This is an optimization exercise on Yosys and OpenROAD, whose aim is small area, not a production implementation.
Function was checked by simulation only, so behaviour that the tests miss may differ from the original.

==> build 57 <==
Design regfile_top, start of the top module:
module regfile_top (
    input  logic          clk,
    input  logic          rst,
    input  logic [3:0]    rd_en,
    input  logic [19:0]   rd_addr,
    output logic [127:0]  rd_data,
    output logic [3:0]    rd_busy,
    input  logic [1:0]    wr_en,
    input  logic [9:0]    wr_addr,
    input  logic [63:0]   wr_data,
    input  logic          rsv_en,
    input  logic [4:0]    rsv_addr,
    output logic [31:0]   busy_vec
);
==> module regfile_mp, before the edit <==
module regfile_mp
#(
    parameter int unsigned XLEN  = regfile_pkg::XLEN_DEFAULT,
    parameter int unsigned NREGS = regfile_pkg::NREGS_DEFAULT,
    parameter int unsigned NRD   = regfile_pkg::NRD_DEFAULT,
    parameter int unsigned NWR   = 2,
    localparam int unsigned AW   = $clog2(NREGS)
) (
    input  logic                 clk,
    input  logic                 rst,
    input  logic [NRD-1:0]       rd_en,
    input  logic [NRD*AW-1:0]    rd_addr,
    output logic [NRD*XLEN-1:0]  rd_data,
    output logic [NRD-1:0]       rd_busy,
    input  logic [NWR-1:0]       wr_en,
    input  logic [NWR*AW-1:0]    wr_addr,
    input  logic [NWR*XLEN-1:0]  wr_data,
    input  logic                 rsv_en,
    input  logic [AW-1:0]        rsv_addr,
    output logic [NREGS-1:0]     busy_vec
);
    localparam int unsigned NR = NREGS - 1;   
    logic [XLEN-1:0]  stored_q [1:NR];
    logic             phase_q;
    logic [XLEN-1:0]  wd0x, wd1x;
    logic [NREGS-1:0] hit0, hit1, wsel0, wsel1, whold;
    always_ff @(posedge clk) begin
        phase_q <= rst || !phase_q;
    end
    assign wd0x = wr_data[0 +: XLEN]    ^ {XLEN{phase_q}};
    assign wd1x = wr_data[XLEN +: XLEN] ^ {XLEN{phase_q}};
    logic [3:0] w0hi, w1hi;    
    logic [7:0] w0lo, w1lo;    
    logic       nrst;
    assign nrst = !rst;
    always_comb begin
        for (int unsigned k = 0; k < 4; k++) begin
            w0hi[k] = !rst && wr_en[0] && (wr_addr[3 +: 2] == 2'(k));
            w1hi[k] = !rst && wr_en[1] && (wr_addr[AW + 3 +: 2] == 2'(k));
        end
        for (int unsigned j = 0; j < 8; j++) begin
            w0lo[j] = (wr_addr[0 +: 3] == 3'(j));
            w1lo[j] = (wr_addr[AW +: 3] == 3'(j));
        end
    end
    assign hit0[0] = 1'b0;
    assign hit1[0] = 1'b0;
    assign wsel0[0] = 1'b0;
    assign wsel1[0] = 1'b0;
    assign whold[0] = 1'b0;
    for (genvar r = 1; r < NREGS; r++) begin : g_wsel
        logic n0, n1;
        assign hit0[r] = w0hi[r / 8] && w0lo[r % 8];
        assign hit1[r] = w1hi[r / 8] && w1lo[r % 8];
        assign n0 = !hit0[r];
        assign n1 = !hit1[r];
        rf_and2 u_s1 (.a (w1hi[r / 8]), .b (w1lo[r % 8]), .y (wsel1[r]));
        rf_and3 u_s0 (.a (w0hi[r / 8]), .b (w0lo[r % 8]), .c (n1), .y (wsel0[r]));
        rf_and3 u_h  (.a (nrst), .b (n0), .c (n1), .y (whold[r]));
    end
    for (genvar r = 1; r < NREGS; r++) begin : g_reg
        logic [XLEN-1:0] nxt;
        for (genvar b = 0; b < XLEN; b++) begin : g_bit
            rf_wcell u_cell (
                .s1 (wsel1[r]), .d1 (wd1x[b]),
                .s0 (wsel0[r]), .d0 (wd0x[b]),
                .h  (whold[r]), .q  (stored_q[r][b]),
                .y  (nxt[b])
            );
        end
        always_ff @(posedge clk) begin
            stored_q[r] <= nxt;
        end
    end
    regfile_scoreboard #(
        .NREGS (NREGS)
    ) u_scoreboard (
        .clk      (clk),
        .rst      (rst),
        .set_en   (rsv_en),
        .set_addr (rsv_addr),
        .clr_hit  (hit0 | hit1),
        .busy_vec (busy_vec)
    );
    logic [NRD*XLEN-1:0] rd_data_q;
    logic [NRD-1:0]      rd_busy_q;
    for (genvar p = 0; p < NRD; p++) begin : g_rd
        logic [NR-1:0]   sel;
        logic            hold;
        logic            psel;
        logic [XLEN-1:0] val;
        logic            bsy;
        logic [NR-1:0]   bcol;
        logic [3:0]      rhi;    
        logic [7:0]      rlo;    
        assign hold = !rst && !rd_en[p];
        assign psel = phase_q && !rst && rd_en[p] && (rd_addr[p*AW +: AW] != '0);
        for (genvar k = 0; k < 4; k++) begin : g_hi
            assign rhi[k] = !rst && rd_en[p] && (rd_addr[p*AW + 3 +: 2] == 2'(k));
        end
        for (genvar j = 0; j < 8; j++) begin : g_lo
            assign rlo[j] = (rd_addr[p*AW +: 3] == 3'(j));
        end
        for (genvar r = 1; r < NREGS; r++) begin : g_sel
            rf_and2 u_sel (.a (rhi[r / 8]), .b (rlo[r % 8]), .y (sel[r-1]));
            assign bcol[r-1] = busy_vec[r];
        end
        rf_rtree #(.N(NR + 1)) u_bsy (
            .s ({hold, sel}), .d ({rd_busy_q[p], bcol}), .p (1'b0), .y (bsy)
        );
        for (genvar b = 0; b < XLEN; b++) begin : g_bit
            logic [NR-1:0] col;
            for (genvar r = 1; r < NREGS; r++) begin : g_col
                assign col[r-1] = stored_q[r][b];
            end
            rf_rtree #(.N(NR + 1)) u_tree (
                .s ({hold, sel}), .d ({rd_data_q[p*XLEN + b], col}), .p (psel),
                .y (val[b])
            );
        end
        always_ff @(posedge clk) begin
            rd_data_q[p*XLEN +: XLEN] <= val;
            rd_busy_q[p]              <= bsy;
        end
    end
    assign rd_data = rd_data_q;
    assign rd_busy = rd_busy_q;
endmodule
Settings: LEC_CHECK=0, CAP_MARGIN=0, CORE_MARGIN=2, CORE_UTILIZATION=35, MIN_ROUTING_LAYER=met2, SLEW_MARGIN=0, SYNTH_HIERARCHICAL=1, SYNTH_MINIMUM_KEEP_SIZE=0; clock period 5.0 ns.
standard.sh (not shown) runs the stock make flow with config.mk's settings and CLKGATE_MAP_FILE= SYNTH_SCRIPT=/design/flow/synth_recipe.tcl, a recipe that flattens the netlist after the stock synthesis.
==> flow/flow/run.sh <==
#!/bin/bash
# Standard ORFS layout (the standard.sh, unchanged synthesis) with:
#  - ports buffered with the smallest buffer instead of clkdlybuf4s50_1,
#  - power recovery (downsizing of non-critical gates) in global routing.
# The make output goes to flow.log; ORFS writes each step's log under orfs/logs.
set -uo pipefail
bash standard.sh \
  'BUFFER_PORTS_ARGS=-buffer_cell sky130_fd_sc_hd__buf_1' \
  'CTS_ARGS=-sink_clustering_enable -repair_clock_nets -dont_use_dummy_load -buf_list sky130_fd_sc_hd__clkbuf_8 -sink_clustering_size 15 -sink_clustering_max_diameter 50' \
  RECOVER_POWER=100 \
  finish > flow.log 2>&1
==> inputs of build 55, as changes to build 57 <==
--- a/flow/design.v
+++ b/flow/design.v
@@ -121,39 +121,18 @@
     logic [NRD-1:0]      rd_busy_q;
-    for (genvar p = 0; p < NRD; p++) begin : g_rd
-        logic [NR-1:0]   sel;
-        logic            hold;
-        logic            psel;
-        logic [XLEN-1:0] val;
-        logic            bsy;
-        logic [NR-1:0]   bcol;
-        logic [3:0]      rhi;    
-        logic [7:0]      rlo;    
-        assign hold = !rst && !rd_en[p];
-        assign psel = phase_q && !rst && rd_en[p] && (rd_addr[p*AW +: AW] != '0);
-        for (genvar k = 0; k < 4; k++) begin : g_hi
-            assign rhi[k] = !rst && rd_en[p] && (rd_addr[p*AW + 3 +: 2] == 2'(k));
-        end
-        for (genvar j = 0; j < 8; j++) begin : g_lo
-            assign rlo[j] = (rd_addr[p*AW +: 3] == 3'(j));
-        end
-        for (genvar r = 1; r < NREGS; r++) begin : g_sel
-            rf_and2 u_sel (.a (rhi[r / 8]), .b (rlo[r % 8]), .y (sel[r-1]));
-            assign bcol[r-1] = busy_vec[r];
-        end
-        rf_rtree #(.N(NR + 1)) u_bsy (
-            .s ({hold, sel}), .d ({rd_busy_q[p], bcol}), .p (1'b0), .y (bsy)
-        );
-        for (genvar b = 0; b < XLEN; b++) begin : g_bit
-            logic [NR-1:0] col;
-            for (genvar r = 1; r < NREGS; r++) begin : g_col
-                assign col[r-1] = stored_q[r][b];
+    logic [XLEN-1:0]     words [NREGS];
+    assign words[0] = '0;
+    for (genvar r = 1; r < NREGS; r++) begin : g_words
+        assign words[r] = stored_q[r];
+    end
+    always_ff @(posedge clk) begin
+        for (int unsigned p = 0; p < NRD; p++) begin
+            logic [AW-1:0] a;
+            a = rd_addr[p*AW +: AW];
+            if (rst) begin
+                rd_data_q[p*XLEN +: XLEN] <= '0;
+                rd_busy_q[p]              <= 1'b0;
+            end else if (rd_en[p]) begin
+                rd_data_q[p*XLEN +: XLEN] <= (a == '0) ? '0 : (words[a] ^ {XLEN{phase_q}});
+                rd_busy_q[p]              <= busy_vec[a];
             end
-            rf_rtree #(.N(NR + 1)) u_tree (
-                .s ({hold, sel}), .d ({rd_data_q[p*XLEN + b], col}), .p (psel),
-                .y (val[b])
-            );
-        end
-        always_ff @(posedge clk) begin
-            rd_data_q[p*XLEN +: XLEN] <= val;
-            rd_busy_q[p]              <= bsy;
         end
--- a/flow/config.mk
+++ b/flow/config.mk
@@ -9,4 +9,3 @@
 export CORE_MARGIN = 2
-export CORE_UTILIZATION = 35
-export MIN_ROUTING_LAYER = met2
+export CORE_UTILIZATION = 40
 export SLEW_MARGIN = 0
==> inputs of trial 81, as changes to build 57 <==
--- a/flow/config.mk
+++ b/flow/config.mk
@@ -9,3 +9,3 @@
 export CORE_MARGIN = 2
-export CORE_UTILIZATION = 35
+export CORE_UTILIZATION = 20
 export MIN_ROUTING_LAYER = met2
==> notes <==
Build 57 never finished: it broke off in global routing (5_1_grt) on GRT-0116. Trial 81 stopped in global routing (5_1_grt) with GRT-0116. Build 55 ended with an error in global routing (5_1_grt) with GRT-0116. In synthesized cell count, build 57 and trial 81 do not differ. Synthesized area is the same in trial 81 and build 57.
